Context: an optimization exercise on an open-source flow, tuned for small area, a short achievable clock period and few clock cycles per item. The choices shown serve that exercise and are no tape-out recipe. At most, simulation tests tie the RTL to the original design; equivalence was not proved. Power and IR drop assume default switching activity.

## run A
## dmem_responder
module dmem_responder #(
  parameter int DATA_W     = 32,
  parameter int DM_ADDRESS = 9,
  parameter int MEM_LAT    = 2
) (
  input  logic                  clk,
  input  logic                  reset,
  input  logic                  req_valid,
  output logic                  req_ready,
  input  logic                  req_we,
  input  logic [2:0]            req_funct3,
  input  logic [DM_ADDRESS-1:0] req_addr,
  input  logic [DATA_W-1:0]     req_wdata,
  output logic                  rsp_valid,
  input  logic                  rsp_ready,
  output logic [DATA_W-1:0]     rsp_rdata,
  output logic                  rsp_err
);
  localparam int WAW = DM_ADDRESS - 2;        
  localparam int NW  = 2**WAW;                
  localparam int HW  = WAW / 2;               
  localparam int LW  = WAW - HW;              
  localparam int NH  = 2**HW;
  localparam int NL  = 2**LW;
  localparam int NS  = 2;                  
  localparam int GS  = NH / NS;             
  logic a_en;
  logic            r_byte, r_half, r_word, r_illegal, r_wr;
  logic [1:0]      r_off;
  logic [3:0]      r_lwe;
  logic [3:0][7:0] r_wd;
  logic [NH-1:0]   r_hi;
  logic [NL-1:0]   r_lo;
  logic [NS-1:0][NL-1:0] r_los;
  always_comb begin
    r_byte    = (req_funct3[1:0] == 2'b00);
    r_half    = (req_funct3[1:0] == 2'b01);
    r_word    = (req_funct3 == 3'b010);
    r_illegal = !(r_byte || r_half || r_word);
    r_off     = r_word ? 2'b00 : r_half ? {req_addr[1], 1'b0} : req_addr[1:0];
    r_wr      = req_valid && req_we && !r_illegal;
    for (int l = 0; l < 4; l++) begin
      r_lwe[l] = r_wr && (r_word ||
                          (r_half && (r_off[1] == 1'(l >> 1))) ||
                          (r_byte && (r_off == 2'(l))));
      r_wd[l]  = r_word ? req_wdata[8*l +: 8] :
                 r_half ? req_wdata[8*(l%2) +: 8] :
                          req_wdata[7:0];
    end
    for (int h = 0; h < NH; h++)
      r_hi[h] = (req_addr[DM_ADDRESS-1 -: HW] == HW'(h));
    for (int j = 0; j < NL; j++)
      r_lo[j] = (req_addr[2 +: LW] == LW'(j));
  end
  genvar s;
  generate
    for (s = 0; s < NS; s++) begin : g_los
      assign r_los[s] = (req_addr[DM_ADDRESS-1 -: $clog2(NS)] == $clog2(NS)'(s)) ? r_lo : '0;
    end
  ...
Settings: LEC_CHECK=0, CAP_MARGIN=20, CORE_MARGIN=2, CORE_UTILIZATION=55, CTS_CLUSTER_DIAMETER=150, CTS_CLUSTER_SIZE=30, PLACE_DENSITY=0.65, SETUP_SLACK_MARGIN=5, SLEW_MARGIN=20; clock period 8.0 ns.
standard.sh (not shown) runs the stock make flow with config.mk's settings and CLKGATE_MAP_FILE= SYNTH_SCRIPT=/design/flow/synth_recipe.tcl, a recipe that flattens the netlist after the stock synthesis.
==> flow/flow/run.sh <==
#!/bin/bash
# Standard layout, with TritonCTS told to space clock buffers further
# apart (fewer, longer clock-tree segments and a lower insertion delay).
set -e
export CTS_BUF_DISTANCE=200
bash standard.sh > standard.log 2>&1
Run A ran to completion and came out clean on the timing, design-rule and antenna checks.
Testbench counts of run A, summed over its fixed seeds: cycles 12,024, items 12,000.
Input-level comparison between run B and run A:
Settings: swapping 55 for 50 in CORE_UTILIZATION; swapping 0.65 for 0.6 in PLACE_DENSITY.
==> flow/run.sh (new file) <==
#!/bin/bash
# synth_recipe.tcl (not shown) runs the flow's synth.tcl, then flattens the netlist and writes it again
# the make line also repeats each setting of config.mk as NAME=value (left out here)
make -C /OpenROAD-flow-scripts/flow DESIGN_CONFIG=/design/flow/config.mk WORK_HOME=/design/flow/orfs CLKGATE_MAP_FILE= SYNTH_SCRIPT=/design/flow/synth_recipe.tcl finish
removed: flow/flow/run.sh
removed: flow/standard.sh
--- outcome ---
The lower hold slack came out of run A. For the global routing usage summed across all routing layers, run B came in 1.6 points lower than run A did. Comparing transition time at the pin with the least slew margin for run B and run A, the bigger number came from run B. Number of antenna violations at the first check in global routing: run B lower than run A. Lower number of vias per cell was reported by run B, not run A. On number of global-route vias before repair, run B and run A are basically level. Run B vs run A: wire length up. On clock period minus worst slack, the higher figure sits with run A, not run B. Of run B and run A, the run reporting the lower number of gates given a new drive strength after cts was run A.
Modified inputs, run C compared to run B
Settings: a change of PLACE_DENSITY from 0.6 to 0.75; a change of CORE_UTILIZATION from 50 to 65.
Results
Compared with run B, run C shows a met1 capacity usage during global routing that is 7.5 points higher.
Min global routing usage on met2 across run C and run B: run B
Lower post-layout instance count excluding filler cells among run C and run B: run C
Comparing run C and run B, power is lower on run C.
The following lists how run D was set up differently from run C:
Settings: CORE_UTILIZATION now 55, was 65; PLACE_DENSITY now 0.65, was 0.75.
==> comparison <==
Compared with run C, run D shows a higher area growth from synthesis to layout. Run D vs. run C: overall die area grew by 18%, hold slack shrank by 0.0041 ns, power per cell area grew by 0.99 mW/mm^2. Core area (run D vs. run C) increases by more than 10%. Cell area came out higher on run D than on run C. Share of power burned in registers: run D vs run C down 0.7 points. Number of global-route vias before repair was higher in the run labelled run D. Changes observed in run D relative to run C: final worst setup slack decreased by 0.061 ns relative to the old numbers; achievable clock frequency decreased by 1.9% relative to the old numbers.
Edits applied to the flow inputs when going from run D to run E:
Settings: CTS_CLUSTER_DIAMETER now 100, was 150; CTS_CLUSTER_SIZE now 25, was 30.
Notes after the runs:
Run D went all the way through synthesis, placement and routing and the layout is clean on timing, DRC and antenna. Run E finished end to end and its layout was clean on timing, DRC and antenna. Comparing run E and run D, the lower buffer count excluding the clock tree in the final layout is on run E. Run E vs. run D: first-pass iteration count of the detailed router now smaller, final worst setup slack now smaller, global-route usage comparable, global-route wire length before repair comparable. Run E and run D ended up with nearly the same final-layout worst hold slack. As far as number of max-capacitance violations reported goes, run D and run E are indistinguishable; the numbers are identical.

Another version of the RTL of dmem_responder (not shown whole).
Size: about 8200 cells after synthesis, ~84 I/O pins, about 160000 µm² of cells after synthesis.
Settings: LEC_CHECK=0, CAP_MARGIN=20, CORE_MARGIN=2, CORE_UTILIZATION=40, CTS_CLUSTER_DIAMETER=150, CTS_CLUSTER_SIZE=30, SETUP_SLACK_MARGIN=5, SLEW_MARGIN=20; clock period 8.0 ns.
run.sh (not shown) runs the stock make flow with config.mk's settings and CLKGATE_MAP_FILE= SYNTH_SCRIPT=/design/flow/synth_recipe.tcl, a recipe that flattens the netlist after the stock synthesis.
Stock flow here: none of the scripts above is used.
Rerun with:
Settings changed: CORE_UTILIZATION 40 to 55, PLACE_DENSITY set to 0.65.
Effect:
- The new run finished clean
- flip-flop and latch count stays the same
- total power fell slightly
- clock power barely changes
Function was not checked in any run of this note: the RTL went through the layout flow alone.

dmem_responder, a different RTL version from the one above (not shown whole).
Size: roughly 4300 flip-flops, about 160000 um^2 of cells after synthesis.
==> flow/config.mk <==
export PLATFORM = sky130hd
export DESIGN_NAME = dmem_responder
export DESIGN_NICKNAME = dmem_responder
export VERILOG_FILES = /design/flow/design.v
export SDC_FILE = /design/flow/constraint.sdc
export NUM_CORES = 4
export LEC_CHECK = 0
export CAP_MARGIN = 20
export CORE_MARGIN = 2
export CORE_UTILIZATION = 40
export SETUP_SLACK_MARGIN = 5
export SLEW_MARGIN = 20
==> flow/constraint.sdc <==
create_clock -name core_clock -period 8.0 [get_ports {clk}]
set_input_delay 1.6000 -clock core_clock [delete_from_list [all_inputs] [get_ports {clk}]]
set_output_delay 1.6000 -clock core_clock [all_outputs]
set_load 0.01 [all_outputs]
Testbench counts at the start, summed over its fixed seeds: cycles 12,024, items 12,000.
Change:
- CTS_CLUSTER_DIAMETER: default -> 150
- CTS_CLUSTER_SIZE: default -> 30
=>
- The new run finished clean
- non-clock buffer count shrinks by 8
- cell count goes down by 3.8%
- power decreases by 19%
- fmax increases by 1.7%
- combinational power barely changes
- global-route usage goes down by 0.26 points
- setup slack is better by 53 ps
- worst hold slack improves by 39 ps
- first-iteration DRC count goes down by 4.0%
- wire length is lower by 2.4%

port drivers added, routing unchanged:
Ports are ideal in the flow. The routed layouts listed here were re-timed in OpenROAD. Step 1: set_driving_cell puts a clkbuf_16 on clk and a buf_2 on each other input, an assumption about the parent block. Step 2, shift: input delay + t, output delay - t, t = (earliest + latest rising clock arrival at the registers) / 2. This alone moves slack from input paths to output paths. Slacks: ideal ports / drivers / drivers and shift; pairs: ideal ports / drivers.
run	t, ns	setup slack, ns	hold slack, ns	clock arrival spread, ns	worst data-port slew with drivers (ns)
run A	0.936	4.906 / 4.809 / 4.386	0.435 / 0.435 / 0.435	0.057 / 0.057	0.13
run B	0.970	4.923 / 4.829 / 4.404	0.440 / 0.440 / 0.440	0.048 / 0.048	0.09
run C	0.951	4.929 / 4.835 / 4.269	0.439 / 0.439 / 0.439	0.048 / 0.048	0.06
run D	0.971	4.868 / 4.771 / 4.386	0.434 / 0.434 / 0.434	0.064 / 0.064	0.13
run E	0.977	4.858 / 4.768 / 4.374	0.432 / 0.432 / 0.432	0.079 / 0.079	0.11
the first run of note 2	1.004	4.816 / 4.816 / 4.071	0.432 / 0.432 / 0.432	0.076 / 0.076	0.12
the second run of note 2	0.975	4.874 / 4.823 / 4.191	0.431 / 0.431 / 0.431	0.062 / 0.062	0.13
the first run of note 3	1.049	4.882 / 4.785 / 4.118	0.422 / 0.422 / 0.422	0.051 / 0.050	0.18
the second run of note 3	1.008	4.935 / 4.823 / 4.178	0.461 / 0.461 / 0.461	0.064 / 0.065	0.18
After both steps every run listed still meets setup and hold. The setup slack of the first run of note 3, which loses most, moves by -0.097 ns with the drivers and by -0.764 ns with both steps.
